Source: an optimization exercise on an open RTL-to-GDS flow (aim: a short achievable clock period and few clock cycles per item). Production flows keep margins and buffers that such runs may drop. The RTL was checked by simulation tests, not by an equivalence proof against the original design. Power figures rest on the tool's default switching activity, not on a simulated workload.

==> inputs of xenon <==
## routex_source
module routex_source
#(
    parameter int LEN_W     = 32,
    parameter int HDR_CNT_W = 8
) (
    input  logic                 CLK,
    input  logic                 RST_N,
    input  logic                 START,
    output logic                 START_READY,
    input  logic [3:0]           DEST_NUM,
    input  logic [447:0]         DEST_IN,
    input  logic [HDR_CNT_W-1:0] HDR_NUM,
    input  logic [LEN_W-1:0]     PLD_LEN,
    input  logic [55:0]          HDR_IN,
    input  logic                 HDR_VALID,
    output logic                 HDR_READY,
    input  logic [511:0]         PLD_IN,
    input  logic                 PLD_VALID,
    output logic                 PLD_READY,
    output logic [511:0]         D,
    output logic                 D_VALID,
    output logic                 SOF,
    output logic                 EOF,
    output logic                 DONE
);
Settings: LEC_CHECK=0, ABC_CLOCK_PERIOD_IN_PS=2000, CAP_MARGIN=20, CORE_AREA=10 10 590 590, CTS_CLUSTER_DIAMETER=100, CTS_CLUSTER_SIZE=20, DIE_AREA=0 0 600 600, SETUP_SLACK_MARGIN=2.8, SLEW_MARGIN=20, TNS_END_PERCENT=5; clock period 5.0 ns.
standard.sh (not shown) runs the stock make flow with config.mk's settings and CLKGATE_MAP_FILE= SYNTH_SCRIPT=/design/flow/synth_recipe.tcl, a recipe that flattens the netlist after the stock synthesis.
==> flow/flow/run.sh <==
#!/bin/bash
# Standard ORFS layout, with one extra step between placement and CTS:
# flow/tweak.tcl pulls each output port's buffer to a point just inside the
# core next to its pin, and the register driving it (with its enable logic)
# to the same point, then legalizes. Each tool's output goes to a log file of
# its own here.
set -euo pipefail
RES=orfs/results/${FLOW_PLATFORM}/routex_source/base
bash standard.sh place > std_place.log 2>&1
TWEAK_INSET_UM=20 TWEAK_IN=$RES/3_place.odb TWEAK_OUT=$RES/3_place.odb \
    openroad -no_init -exit flow/tweak.tcl > tweak.log 2>&1
bash standard.sh finish > std_finish.log 2>&1
test -f out/final.def
==> flow/flow/tweak.tcl <==
# Pull each output port's buffer next to its pin, and the register that drives
# the buffer next to the buffer, then legalize. Runs between ORFS's place and
# cts steps on results/3_place.odb.
set odb_in  $::env(TWEAK_IN)
set odb_out $::env(TWEAK_OUT)
read_db $odb_in
set block [ord::get_db_block]
set core  [$block getCoreArea]
set cx0 [$core xMin]; set cy0 [$core yMin]; set cx1 [$core xMax]; set cy1 [$core yMax]

proc clamp {v lo hi} { expr {$v < $lo ? $lo : ($v > $hi ? $hi : $v)} }

# Driver instance of a net (first output iterm), or "" if none.
proc net_driver {net} {
  foreach it [$net getITerms] {
    if {[[$it getMTerm] getIoType] == "OUTPUT" && [[$it getMTerm] getSigType] == "SIGNAL"} { return [$it getInst] }
  }
  return ""
}

# Port buffers: the cells on port nets. They get a fast buffer in place of the
# delay cell that buffer_ports picks, and are never pulled along with a register.
set portbuf [dict create]
set fast [[ord::get_db] findMaster sky130_fd_sc_hd__buf_4]
set swapped 0
foreach bt [$block getBTerms] {
  set net [$bt getNet]
  if {$net == "NULL" || [$net getSigType] != "SIGNAL"} { continue }
  foreach it [$net getITerms] {
    set g [$it getInst]
    dict set portbuf [$g getName] 1
    if {[[$g getMaster] getName] == "sky130_fd_sc_hd__clkdlybuf4s50_1"} {
      $g swapMaster $fast
      incr swapped
    }
  }
}
puts "tweak: $swapped port buffers made buf_4"

set moved 0
foreach bt [$block getBTerms] {
  if {[$bt getIoType] != "OUTPUT"} { continue }
  set net [$bt getNet]
  if {$net == "NULL"} { continue }
  set buf [net_driver $net]
  if {$buf == ""} { continue }
  set bb [$bt getBBox]
  set px [expr {([$bb xMin] + [$bb xMax]) / 2}]
  set py [expr {([$bb yMin] + [$bb yMax]) / 2}]
  # a point a little inside the core, in from the pin
  set inset [expr {int($::env(TWEAK_INSET_UM) * 1000)}]
  set tx [clamp $px [expr {$cx0 + $inset}] [expr {$cx1 - $inset}]]
  set ty [clamp $py [expr {$cy0 + $inset}] [expr {$cy1 - $inset}]]
  $buf setLocation $tx $ty
  $buf setPlacementStatus PLACED
  incr moved
  # walk back through at most two single-fanout stages (buffers, then the register)
  set cur $buf
  for {set k 0} {$k < 2} {incr k} {
    set in ""
    foreach it [$cur getITerms] {
      if {[[$it getMTerm] getIoType] == "INPUT" && [[$it getMTerm] getSigType] == "SIGNAL"} { set in $it; break }
    }
    if {$in == ""} { break }
    set n2 [$in getNet]
    if {$n2 == "NULL"} { break }
    if {[llength [$n2 getITerms]] > 4} { break }
    set drv [net_driver $n2]
    if {$drv == ""} { break }
    $drv setLocation $tx $ty
    $drv setPlacementStatus PLACED
    incr moved
    set cur_prev $cur
    set cur $drv
    if {[regexp {__(e?dfx|dfr|dfs|dfb|edfx|sdf)} [[$drv getMaster] getName]]} {
      # also the register's own enable / reset logic: the gates its output
      # feeds back into and the gate driving its D input
      set local {}
      foreach it [[[$drv findITerm Q] getNet] getITerms] {
        set g [$it getInst]
        if {$g != $drv && ![dict exists $portbuf [$g getName]]} { lappend local $g }
      }
      set n3 [[$drv findITerm D] getNet]
      if {$n3 != "NULL"} {
        set g [net_driver $n3]
        if {$g != "" && [llength [$n3 getITerms]] == 2} {
          lappend local $g
        }
      }
      foreach g $local {
        if {[regexp {__(e?dfx|dfr|dfs|dfb|edfx|sdf)} [[$g getMaster] getName]]} { continue }
        $g setLocation $tx $ty
        $g setPlacementStatus PLACED
        incr moved
      }
      break
    }
  }
}
puts "tweak: moved $moved instances"
detailed_placement
check_placement -verbose
write_db $odb_out
==> inputs of lagoon, as changes to xenon <==
--- a/flow/design.v
+++ b/flow/design.v
@@ -31,39 +31,29 @@
     logic                 hold_v;
     logic [3:0]           hold_dn;
     logic [447:0]         hold_dest;
     logic [HDR_CNT_W-1:0] hold_hn;
     logic [HDR_CNT_W-1:0] hold_hn_m1;   
     logic                 hold_hz;      
     logic                 hold_h1;      
-    logic                 hold_h2;      
-    logic [7:0]           hold_hl;      
-    logic [7:0]           hold_dstm;    
     logic                 hold_d8;      
     logic                 hold_d7;      
     logic [LEN_W-1:0]     hold_len;
     logic                 hold_len0;    
     logic                 hold_len1;    
     logic                 take_start;
-    logic                 srdy;         
-    logic                 hrdy;         
-    assign take_start = START && srdy;
+    assign take_start = START && START_READY;
     always_ff @(posedge CLK) begin
         if (take_start) begin
             hold_dn    <= DEST_NUM;
             hold_dest  <= DEST_IN;
             hold_hn    <= HDR_NUM;
             hold_hn_m1 <= HDR_NUM - HDR_CNT_W'(1);
             hold_hz    <= (HDR_NUM == '0);
             hold_h1    <= (HDR_NUM == HDR_CNT_W'(1));
-            hold_h2    <= (HDR_NUM == HDR_CNT_W'(2));
-            for (int i = 0; i < 8; i++) begin
-                hold_hl[i]   <= (DEST_NUM == 4'(i));
-                hold_dstm[i] <= (4'(i) < DEST_NUM);
-            end
             hold_d8    <= (DEST_NUM == 4'd8);
             hold_d7    <= (DEST_NUM == 4'd7);
             hold_len   <= PLD_LEN;
             hold_len0  <= (PLD_LEN == '0);
             hold_len1  <= (PLD_LEN != '0) && (PLD_LEN <= LEN_W'(LANES));
         end
     end
@@ -90,39 +80,30 @@
     logic                 a_go;
     logic                 take;
     logic                 full_push;
     logic                 close;
     logic                 push;
     logic                 load;
     logic                 pop;
-    logic                 rz;           
-    logic                 r1;           
-    logic                 r2;
-    logic                 load_r;
-    logic                 close_r;
-    logic                 fpush_r;
-    logic                 push_r;
-    logic [7:0]           wl_q;         
+    logic                 rz;
+    logic                 r1;
     assign a_go      = !occ[NB-1];
-    assign take      = HDR_VALID && hrdy;
-    assign r2        = (rem == HDR_CNT_W'(2));
-    assign full_push = fpush_r;
-    assign close     = close_r;
-    assign push      = push_r;
-    assign load      = load_r;
-    assign pop       = pop_r;
+    assign take      = HDR_VALID && HDR_READY;
+    assign rz        = (rem == '0);
+    assign r1        = (rem == HDR_CNT_W'(1));
+    assign full_push = act && a_go && ptr[3];
+    assign close     = act && a_go && !ptr[3] && rz;
+    assign push      = full_push || close;
+    assign load      = hold_v && (!act || close);
+    assign pop       = !omode && occ[0];
     logic                 act_d;
     logic [3:0]           ptr_d;
     logic                 ptr3_d;
     logic [HDR_CNT_W-1:0] rem_d;
     logic                 remz_d;
-    logic                 rem1_d;
-    logic                 close_d;
-    logic                 fpush_d;
-    logic                 load_d;
     logic                 hold_v_d;
     logic                 hnz_d;
     logic                 hd8_d;
     logic [NB-1:0]        occ_d;
     logic                 full_d;
     logic                 can_cur;
     logic                 can_next;
@@ -134,38 +115,33 @@
     always_comb begin
         act_d = load || (act && !close);
         if (load) begin
             ptr_d  = take ? hold_dn + 4'd1 : hold_dn;
             ptr3_d = hold_d8 || (hold_d7 && take);
             rem_d  = take ? hold_hn_m1 : hold_hn;
             remz_d = take ? hold_h1 : hold_hz;
-            rem1_d = take ? hold_h2 : hold_h1;
         end else begin
             ptr_d  = full_push ? {3'b0, take} : (take ? ptr + 4'd1 : ptr);
             ptr3_d = full_push ? 1'b0 : (ptr[3] || ((ptr[2:0] == 3'd7) && take));
             rem_d  = take ? rem - HDR_CNT_W'(1) : rem;
             remz_d = take ? r1 : rz;
-            rem1_d = take ? r2 : r1;
         end
         hold_v_d = (hold_v && !load) || take_start;
         hnz_d    = take_start ? (HDR_NUM != '0) : !hold_hz;
         hd8_d    = take_start ? (DEST_NUM == 4'd8) : hold_d8;
         case ({push, pop})
             2'b10:   occ_d = {occ[NB-2:0], 1'b1};
             2'b01:   occ_d = {1'b0, occ[NB-1:1]};
             default: occ_d = occ;
         endcase
         full_d = occ_d[NB-1];
         can_cur  = act_d && !remz_d && (!ptr3_d || !full_d);
         can_next = hold_v_d && hnz_d && !hd8_d &&
                    (!act_d || (remz_d && !ptr3_d && !full_d));
-        push_d  = act_d && !full_d && (ptr3_d || remz_d);
-        close_d = act_d && !full_d && !ptr3_d && remz_d;
-        fpush_d = act_d && !full_d && ptr3_d;
-        load_d  = hold_v_d && (!act_d || close_d);
+        push_d = act_d && !full_d && (ptr3_d || remz_d);
         pop_d  = !omode_d && occ_d[0];
         for (int k = 0; k < NB; k++) begin
             if (pop_d)
                 f_wr_d[k] = push_d && occ_d[k] && (k == NB - 1 || !occ_d[(k+1) % NB]);
             else
                 f_wr_d[k] = push_d && !occ_d[k] && (k == 0 || occ_d[(k+NB-1) % NB]);
             f_en_d[k] = f_wr_d[k] || pop_d;
@@ -177,78 +153,60 @@
             ptr    <= 4'd0;
             rem    <= '0;
             hold_v <= 1'b0;
             occ    <= '0;
             f_en   <= '0;
             f_wr   <= '0;
             pop_r  <= 1'b0;
-            srdy   <= 1'b1;
-            hrdy   <= 1'b0;
-            rz     <= 1'b1;
-            r1     <= 1'b0;
-            load_r <= 1'b0;
-            close_r <= 1'b0;
-            fpush_r <= 1'b0;
-            push_r <= 1'b0;
-            wl_q   <= 8'd1;
         end else begin
             act    <= act_d;
             ptr    <= ptr_d;
             rem    <= rem_d;
             hold_v <= hold_v_d;
             occ    <= occ_d;
             f_en   <= f_en_d;
             f_wr   <= f_wr_d;
             pop_r  <= pop_d;
-            srdy   <= !hold_v_d;
-            hrdy   <= can_cur || can_next;
-            rz     <= remz_d;
-            r1     <= rem1_d;
-            load_r <= load_d;
-            close_r <= close_d;
-            fpush_r <= fpush_d;
-            push_r <= push_d;
-            for (int i = 0; i < 8; i++) wl_q[i] <= (ptr_d[2:0] == 3'(i));
         end
     end
     always_ff @(posedge CLK) begin
         if (!RST_N) begin
             START_READY <= 1'b1;
             HDR_READY   <= 1'b0;
         end else begin
             START_READY <= !hold_v_d;
             HDR_READY   <= can_cur || can_next;
         end
     end
     always_ff @(posedge CLK) begin
-        if (load_r) begin
+        if (load) begin
             alen   <= hold_len;
             alen0  <= hold_len0;
             alen1  <= hold_len1;
             afirst <= 1'b1;
-            asm_dst <= hold_dstm;
             for (int i = 0; i < LANES; i++) begin
-                if (take && hold_hl[i])
+                asm_dst[i] <= (4'(i) < hold_dn);
+                if (take && (4'(i) == hold_dn))
                     asm_q[56*i +: 56] <= HDR_IN;
-                else if (hold_dstm[i])
+                else if (4'(i) < hold_dn)
                     asm_q[56*i +: 56] <= hold_dest[56*i +: 56];
                 else if (i == LANES - 1)
                     asm_q[56*i +: 56] <= 56'(hold_len);
                 else
                     asm_q[56*i +: 56] <= 56'h0;
             end
         end else begin
-            if (push_r) begin
+            if (push) begin
                 afirst  <= 1'b0;
                 asm_dst <= '0;
             end
             for (int i = 0; i < LANES; i++) begin
-                if (take && wl_q[i])
+                if (take && (3'(i) == ptr[2:0]))
                     asm_q[56*i +: 56] <= HDR_IN;
-                else if (fpush_r)
+                else if (full_push)
                     asm_q[56*i +: 56] <= (i == LANES - 1) ? 56'(alen) : 56'h0;
             end
         end
     end
     logic cls_w;
     assign cls_w = !ptr[3];    
     always_ff @(posedge CLK) begin
@@ -312,26 +270,24 @@
     always_ff @(posedge CLK) begin
         if (!RST_N) begin
             PLD_READY <= 1'b0;
             D         <= '0;
             D_VALID   <= 1'b0;
             SOF       <= 1'b0;
             EOF       <= 1'b0;
+            DONE      <= 1'b0;
         end else begin
             PLD_READY <= omode_d;
             if (emit) D <= omode ? pbeat : hbeat;
             D_VALID   <= emit;
             SOF       <= pop_r && fsof[0];
             EOF       <= (pop_r && feof[0]) || (take_pld && olast);
+            DONE      <= (pop_r && feof[0]) || (take_pld && olast);
         end
     end
-    always_ff @(posedge CLK or negedge RST_N) begin
-        if (!RST_N) DONE <= 1'b0;
-        else        DONE <= (pop_r && feof[0]) || (take_pld && olast);
-    end
     always_ff @(posedge CLK) begin
         if (pop_r) begin
             pw    <= hlen;
             olast <= fone[0];
             flen  <= hlen[2:0];
             omask <= fone[0] ? hmask : '1;
         end else if (take_pld) begin
==> flow/flow/run.sh (replaced) <==
#!/bin/bash
# Standard ORFS layout, with one extra step between placement and CTS:
# flow/tweak.tcl pulls each output port's buffer next to its pin and the
# register driving it (with its enable logic) next to the buffer, then
# legalizes. Each tool's output goes to a log file of its own here.
set -euo pipefail
RES=orfs/results/${FLOW_PLATFORM}/routex_source/base
bash standard.sh place > std_place.log 2>&1
TWEAK_IN=$RES/3_place.odb TWEAK_OUT=$RES/3_place.odb \
    openroad -no_init -exit flow/tweak.tcl > tweak.log 2>&1
bash standard.sh finish > std_finish.log 2>&1
test -f out/final.def
==> flow/flow/tweak.tcl (replaced) <==
# Pull each output port's buffer next to its pin, and the register that drives
# the buffer next to the buffer, then legalize. Runs between ORFS's place and
# cts steps on results/3_place.odb.
set odb_in  $::env(TWEAK_IN)
set odb_out $::env(TWEAK_OUT)
read_db $odb_in
set block [ord::get_db_block]
set core  [$block getCoreArea]
set cx0 [$core xMin]; set cy0 [$core yMin]; set cx1 [$core xMax]; set cy1 [$core yMax]

proc clamp {v lo hi} { expr {$v < $lo ? $lo : ($v > $hi ? $hi : $v)} }

# Driver instance of a net (first output iterm), or "" if none.
proc net_driver {net} {
  foreach it [$net getITerms] {
    if {[[$it getMTerm] getIoType] == "OUTPUT" && [[$it getMTerm] getSigType] == "SIGNAL"} { return [$it getInst] }
  }
  return ""
}

set moved 0
foreach bt [$block getBTerms] {
  if {[$bt getIoType] != "OUTPUT"} { continue }
  set net [$bt getNet]
  if {$net == "NULL"} { continue }
  set buf [net_driver $net]
  if {$buf == ""} { continue }
  set bb [$bt getBBox]
  set px [expr {([$bb xMin] + [$bb xMax]) / 2}]
  set py [expr {([$bb yMin] + [$bb yMax]) / 2}]
  set tx [clamp $px $cx0 [expr {$cx1 - 4000}]]
  set ty [clamp $py $cy0 [expr {$cy1 - 3000}]]
  $buf setLocation $tx $ty
  $buf setPlacementStatus PLACED
  incr moved
  # walk back through at most two single-fanout stages (buffers, then the register)
  set cur $buf
  for {set k 0} {$k < 2} {incr k} {
    set in ""
    foreach it [$cur getITerms] {
      if {[[$it getMTerm] getIoType] == "INPUT" && [[$it getMTerm] getSigType] == "SIGNAL"} { set in $it; break }
    }
    if {$in == ""} { break }
    set n2 [$in getNet]
    if {$n2 == "NULL"} { break }
    if {[llength [$n2 getITerms]] > 4} { break }
    set drv [net_driver $n2]
    if {$drv == ""} { break }
    $drv setLocation $tx $ty
    $drv setPlacementStatus PLACED
    incr moved
    set cur_prev $cur
    set cur $drv
    if {[regexp {__(e?dfx|dfr|dfs|dfb|edfx|sdf)} [[$drv getMaster] getName]]} {
      # also the register's own enable / reset logic: the gates its output
      # feeds back into, the gate driving its D input, and the gates that
      # drive only that one
      set local {}
      foreach it [[[$drv findITerm Q] getNet] getITerms] {
        set g [$it getInst]
        if {$g != $drv && $g != $cur_prev} { lappend local $g }
      }
      set n3 [[$drv findITerm D] getNet]
      if {$n3 != "NULL"} {
        set g [net_driver $n3]
        if {$g != "" && [llength [$n3 getITerms]] == 2} {
          lappend local $g
          foreach it [$g getITerms] {
            if {[[$it getMTerm] getIoType] != "INPUT" || [[$it getMTerm] getSigType] != "SIGNAL"} { continue }
            set n4 [$it getNet]
            if {$n4 == "NULL" || [llength [$n4 getITerms]] != 2} { continue }
            set g4 [net_driver $n4]
            if {$g4 != ""} { lappend local $g4 }
          }
        }
      }
      foreach g $local {
        if {[regexp {__(e?dfx|dfr|dfs|dfb|edfx|sdf)} [[$g getMaster] getName]]} { continue }
        $g setLocation $tx $ty
        $g setPlacementStatus PLACED
        incr moved
      }
      break
    }
  }
}
puts "tweak: moved $moved instances"
detailed_placement
check_placement -verbose
write_db $odb_out
SETUP_SLACK_MARGIN = 2.5   (was 2.8)
==> metrics.md <==
| Metric | Value |
|---|---|
| Flop2flop setup slack | `2.46 ns` |
| Core region area | `334,000 µm²` |
| Failed Checks | `antenna violations` |
| #MultiIn Comb | `7,068` |
| DP HPWL | `~470,000 µm` |
| Most frequent CP cell | `or4_4` |
| Outcome | `failed layout checks` |
| Crit-path leading delay family | `simple AND/OR/NAND/NOR gates` |
| DP Worst Slack | `1.26 ns` |
| Synth Area in Adders | `0.000930` |
| Routed Antenna Nets | `2` |
| Fillers | `20,600` |
| Syn_area_per_cell | `approximately 16 µm²` |
| P per Cell Area | `692 nW/µm²` |
| WHS | `0.0515 ns` |
| Worst setup SP type | `register` |
# the run above: xenon

==> metrics.md <==
| Metric | Value |
|---|---|
| DP Worst Slack | `around 1.1 ns` |
| Vias in the first global route | `~130k` |
| Number of flops mapped to enable cells by yosys | `4,719` |
| Post-Synth XOR/XNOR Area | `0.00151` |
| Hold buffers post-CTS | `0` |
| Halt Stage | `5_1_grt` |
| Area after DPL | `231,000 µm²` |
| DIE WIDTH | `600 µm` |
| Syn_area_per_cell | `17.0 µm²` |
| DP HPWL | `448,000 µm` |
| Grt total ovfl | `1` |
| Outcome | `did not finish` |
| Yosys top cell by area | `edfxtp_1` |
| Yosys warnings | `7` |
| PortBufs | `1,583` |
| Simple logic cell fraction of the synthesized area | `0.0328` |
| Synth Area in Adders | `0.00126` |
| Tool error | `[ERROR GRT-0116] Global routing finished with congestion. Check the congestion regions in the DRC Viewer.` |
# the run above: lagoon

Testbench counts of xenon, summed over its fixed seeds: cycles 29,398, frames 3,200.
Testbench counts of lagoon, summed over its fixed seeds: cycles 29,398, frames 3,200.

## afterwards: timing with drivers on the ports
How much do the figures lean on ideal ports? The routed layout below was timed once more, with nothing changed but the port constraints. Step 1 assumes that a clkbuf_16 drives the clock port and a buf_2 every other input. Step 2, shift: input delay + t, output delay - t, t = (earliest + latest rising clock arrival at the registers) / 2. This alone moves slack from input paths to output paths. Slacks: ideal ports / drivers / drivers and shift; pairs: ideal ports / drivers.
run: xenon
shift t [ns]: 1.093
setup slack, ns: 2.463 / 2.360 / 1.446
hold slack, ns: 0.052 / -0.036 / 0.443
clock arrival spread, ns: 0.065 / 0.065
pins driven straight from the clock port: 1
The setup slack of xenon moves by -0.103 ns with the drivers and by -1.017 ns with both steps.
